Context: an optimization exercise on an open-source flow, tuned for small area. The choices shown serve that exercise and are no tape-out recipe. Only simulation tests tie the RTL to the original design; equivalence was not proved. No driver is modelled on the clock port, so clocking that relies on it looks cheaper here than on a real chip. Power and IR drop assume default switching activity.

P:
## arm_fire_controller_core
module arm_fire_controller_core #(
    parameter int PHASE_BITS = afc_pkg::PHASE_BITS_DEF,
    parameter int LEVEL_BITS = afc_pkg::LEVEL_BITS_DEF
) (
    input  wire logic                            i_clk,
    input  wire logic                            i_rst_n,
    input  wire logic                            i_cfg_valid,
    output logic                                 o_cfg_ready,
    input  wire logic [afc_pkg::CFG_IDX_W-1:0]   i_cfg_index,
    input  wire logic [afc_pkg::CFG_DATA_W-1:0]  i_cfg_data,
    input  wire logic                            i_s_tvalid,
    output logic                                 o_s_tready,
    input  wire logic [afc_pkg::IN_DATA_W-1:0]   i_s_tdata,
    output logic                                 o_m_tvalid,
    input  wire logic                            i_m_tready,
    output logic [afc_pkg::OUT_DATA_W-1:0]       o_m_tdata,
    output logic                                 o_m_tlast
);
export LEC_CHECK = 0
export ABC_AREA = 1
export CAP_MARGIN = 20
export CORE_MARGIN = 2
export CORE_UTILIZATION = 60
export SLEW_MARGIN = 20
export BUFFER_PORTS_ARGS = -buffer_cell sky130_fd_sc_hd__buf_1
export CTS_ARGS = -sink_clustering_enable -repair_clock_nets -root_buf sky130_fd_sc_hd__clkbuf_16 -buf_list sky130_fd_sc_hd__clkbuf_4 -dont_use_dummy_load
export POST_CTS_TCL = /design/flow/flow/post_cts.tcl
create_clock -name core_clock -period 20.0 [get_ports {i_clk}]
standard.sh (not shown) runs the stock make flow with config.mk's settings and CLKGATE_MAP_FILE= SYNTH_SCRIPT=/design/flow/synth_recipe.tcl, a recipe that flattens the netlist after the stock synthesis.
==> flow/flow/run.sh <==
#!/bin/bash
# Own flow: the standard flow (standard.sh, unchanged synthesis) with
#  - buf_1 as the port buffer,
#  - a clock tree of clkbuf_4 leaves under a clkbuf_16 root, no dummy loads,
#  - after CTS, leaves that drive more than 9 sinks upsized to clkbuf_8
#    (flow/post_cts.tcl) to keep flip-flop clock slew low; logic cells
#    that synthesis upsized go back to their smallest size there.
# All tool output: standard.log here, and ORFS's own logs under orfs/logs.
set -euo pipefail
cp standard.sh standard.sh.txt
cat >> config.mk <<EOT
export BUFFER_PORTS_ARGS = -buffer_cell sky130_fd_sc_hd__buf_1
export CTS_ARGS = -sink_clustering_enable -repair_clock_nets -root_buf sky130_fd_sc_hd__clkbuf_16 -buf_list sky130_fd_sc_hd__clkbuf_4 -dont_use_dummy_load
export POST_CTS_TCL = $PWD/flow/post_cts.tcl
EOT
bash standard.sh > standard.log 2>&1
==> flow/flow/post_cts.tcl <==
# 1. Upsize clock leaf buffers with a large fanout.
# 2. Swap logic cells that synthesis upsized back to their smallest size
#    (the design has many ns of slack), then let repair_design fix any
#    slew or capacitance limit this breaks, and legalize again.
set db [ord::get_db]
set big [$db findMaster sky130_fd_sc_hd__clkbuf_8]
set n 0
foreach inst [[ord::get_db_block] getInsts] {
  if {[[$inst getMaster] getName] ne "sky130_fd_sc_hd__clkbuf_4"} { continue }
  set fo 0
  foreach it [$inst getITerms] {
    if {[$it isOutputSignal] && [$it getNet] ne "NULL"} {
      set fo [expr {[llength [[$it getNet] getITerms]] - 1}]
    }
  }
  if {$fo > 9} {
    $inst swapMaster $big
    incr n
  }
}
puts "post_cts: upsized $n clock leaf buffers to clkbuf_8"
set d 0
foreach inst [[ord::get_db_block] getInsts] {
  set m [[$inst getMaster] getName]
  if {![regexp {^sky130_fd_sc_hd__([a-z0-9]+)_([0-9]+)$} $m -> base sz]} { continue }
  if {[regexp {^(clk|buf|dly|df|edf|sdf|dl|conb|tap|fill|decap|lpflow|probe)} $base]} { continue }
  if {$sz <= 1} { continue }
  foreach small [list sky130_fd_sc_hd__${base}_1 sky130_fd_sc_hd__${base}_0] {
    set sm [$db findMaster $small]
    if {$sm ne "NULL"} {
      $inst swapMaster $sm
      incr d
      break
    }
  }
}
puts "post_cts: downsized $d logic cells"
estimate_parasitics -placement
repair_design -slew_margin $::env(SLEW_MARGIN) -cap_margin $::env(CAP_MARGIN)
detailed_placement
check_placement -verbose
estimate_parasitics -placement
Changes in Q relative to P:
Settings: GPL_TIMING_DRIVEN: unset -> 0; SLEW_MARGIN: 20 -> 0; CAP_MARGIN: 20 -> 0.
-- flow/flow/run.sh --
<<< P, line 4
#  - a clock tree of clkbuf_4 leaves under a clkbuf_16 root, no dummy loads,
#  - after CTS, leaves that drive more than 9 sinks upsized to clkbuf_8
#    (flow/post_cts.tcl) to keep flip-flop clock slew low; logic cells
#    that synthesis upsized go back to their smallest size there.
# All tool output: standard.log here, and ORFS's own logs under orfs/logs.
set -euo pipefail
>>> Q, line 4
#  - a clock tree of clkbuf_4 leaves under a clkbuf_16 root, no dummy loads,
#  - after CTS, leaves that drive more than 9 sinks upsized to clkbuf_8
#    (flow/post_cts.tcl) to keep flip-flop clock slew low.
# All tool output: standard.log here, and ORFS's own logs under orfs/logs.
set -euo pipefail
==> flow/flow/post_cts.tcl <==
# Upsize clock leaf buffers with a large fanout, then legalize again.
set big [[ord::get_db] findMaster sky130_fd_sc_hd__clkbuf_8]
set n 0
foreach inst [[ord::get_db_block] getInsts] {
  if {[[$inst getMaster] getName] ne "sky130_fd_sc_hd__clkbuf_4"} { continue }
  set fo 0
  foreach it [$inst getITerms] {
    if {[$it isOutputSignal] && [$it getNet] ne "NULL"} {
      set fo [expr {[llength [[$it getNet] getITerms]] - 1}]
    }
  }
  if {$fo > 9} {
    $inst swapMaster $big
    incr n
  }
}
puts "post_cts: upsized $n clock leaf buffers to clkbuf_8"
if {$n > 0} {
  detailed_placement
  check_placement -verbose
  estimate_parasitics -placement
}
==> results.txt <==
- Measured against each other, P and Q differ in final period demand of the worst path, the lower figure coming from Q.
- Share of power burned in the clock network ended up 0.4 points lower on Q than on P.
- Compared with P, in Q switching fraction of total power saw an increase; share of final layout cell area taken by non-clock buffers saw an increase; cell area power density saw a decrease; power after layout saw an increase.
- Every run in the comparison, P and Q, completed the flow with a clean layout.
- Cell count for Q: 27 up relative to P


try-yarrow:
arm_fire_controller_core, a different RTL version from the one above (not shown whole).
Size: roughly 760 cells after synthesis, ~52 I/O pins, ~7500 µm² of cells after synthesis.
Settings: LEC_CHECK=0, ABC_AREA=1, CAP_MARGIN=20, CORE_MARGIN=2, CORE_UTILIZATION=60, SLEW_MARGIN=20, BUFFER_PORTS_ARGS=-buffer_cell sky130_fd_sc_hd__buf_1, CTS_ARGS=-sink_clustering_enable -repair_clock_nets -root_buf sky130_fd_sc_hd__clkbuf_16 -buf_list sky130_fd_sc_hd__clkbuf_8 -sink_clustering_size 20 -dont_use_dummy_load; clock period 20.0 ns.
==> flow/flow/run.sh <==
#!/bin/bash
# Own flow: the standard flow with smaller port buffers and a lighter
# clock tree (no dummy loads). Each tool's output goes to its own log here.
cp standard.sh standard.sh.txt
cat >> config.mk <<'EOT'
export BUFFER_PORTS_ARGS = -buffer_cell sky130_fd_sc_hd__buf_1
export CTS_ARGS = -sink_clustering_enable -repair_clock_nets -root_buf sky130_fd_sc_hd__clkbuf_16 -buf_list sky130_fd_sc_hd__clkbuf_8 -sink_clustering_size 20 -dont_use_dummy_load
EOT
bash standard.sh > standard.log 2>&1
## Diff of input files: try-cedar against try-yarrow
- CTS_ARGS changed from -sink_clustering_enable -repair_clock_nets -root_buf sky130_fd_sc_hd__clkbuf_16 -buf_list sky130_fd_sc_hd__clkbuf_8 -sink_clustering_size 20 -dont_use_dummy_load to -sink_clustering_enable -repair_clock_nets -root_buf sky130_fd_sc_hd__clkbuf_16 -buf_list sky130_fd_sc_hd__clkbuf_4 -sink_clustering_max_diameter 25 -dont_use_dummy_load
diff --git a/flow/flow/run.sh b/flow/flow/run.sh
--- a/flow/flow/run.sh
+++ b/flow/flow/run.sh
@@ -7 +7 @@
-export CTS_ARGS = -sink_clustering_enable -repair_clock_nets -root_buf sky130_fd_sc_hd__clkbuf_16 -buf_list sky130_fd_sc_hd__clkbuf_8 -sink_clustering_size 20 -dont_use_dummy_load
+export CTS_ARGS = -sink_clustering_enable -repair_clock_nets -root_buf sky130_fd_sc_hd__clkbuf_16 -buf_list sky130_fd_sc_hd__clkbuf_4 -sink_clustering_max_diameter 25 -dont_use_dummy_load
Results
try-cedar: done, clean on timing, DRC and antenna. Area occupied by registers: try-yarrow vs try-cedar identical. Sequential share of layout area ends up higher on try-cedar. Hold slack on try-cedar is behind try-yarrow. In the metrics for try-yarrow and try-cedar, the one carrying the lower power drawn by the clock network is try-cedar. Area: try-cedar vs try-yarrow -> try-cedar smaller.

## what the ideal ports hide
No port has a modelled driver above. Below, the same layouts with a new extraction and two added sets of constraints. Step 1 (the two cells are an assumption about what drives the block):
set clk [get_ports {i_clk}]
set_driving_cell -lib_cell sky130_fd_sc_hd__clkbuf_16 $clk
set_driving_cell -lib_cell sky130_fd_sc_hd__buf_2 [delete_from_list [all_inputs] $clk]
Step 2 adds t to the input delays and takes it off the output delays; t is the mean of the earliest and latest rising clock arrival at the registers after step 1. Input paths then give back, and output paths get back, about the clock's delay inside the block. a / b / c = ideal ports / drivers / drivers and shift; a / b = the first two.
| run | t (ns) | slack for setup (ns) | clock arrival spread, ns | worst register clock-pin slew, ns | worst data-port slew with drivers (ns) |
|---|---|---|---|---|---|
| P | 0.404 | 12.194 / 12.194 / 12.194 | 0.027 / 0.027 | 0.10 / 0.10 | 0.03 |
| Q | 0.398 | 12.830 / 12.830 / 12.830 | 0.027 / 0.028 | 0.10 / 0.10 | 0.03 |
| try-yarrow | 0.406 | 12.710 / 12.710 / 12.710 | 0.023 / 0.023 | 0.08 / 0.08 | 0.03 |
| try-cedar | 0.399 | 12.670 / 12.670 / 12.670 | 0.031 / 0.032 | 0.12 / 0.12 | 0.03 |
After both steps setup and hold are still met in every run listed.
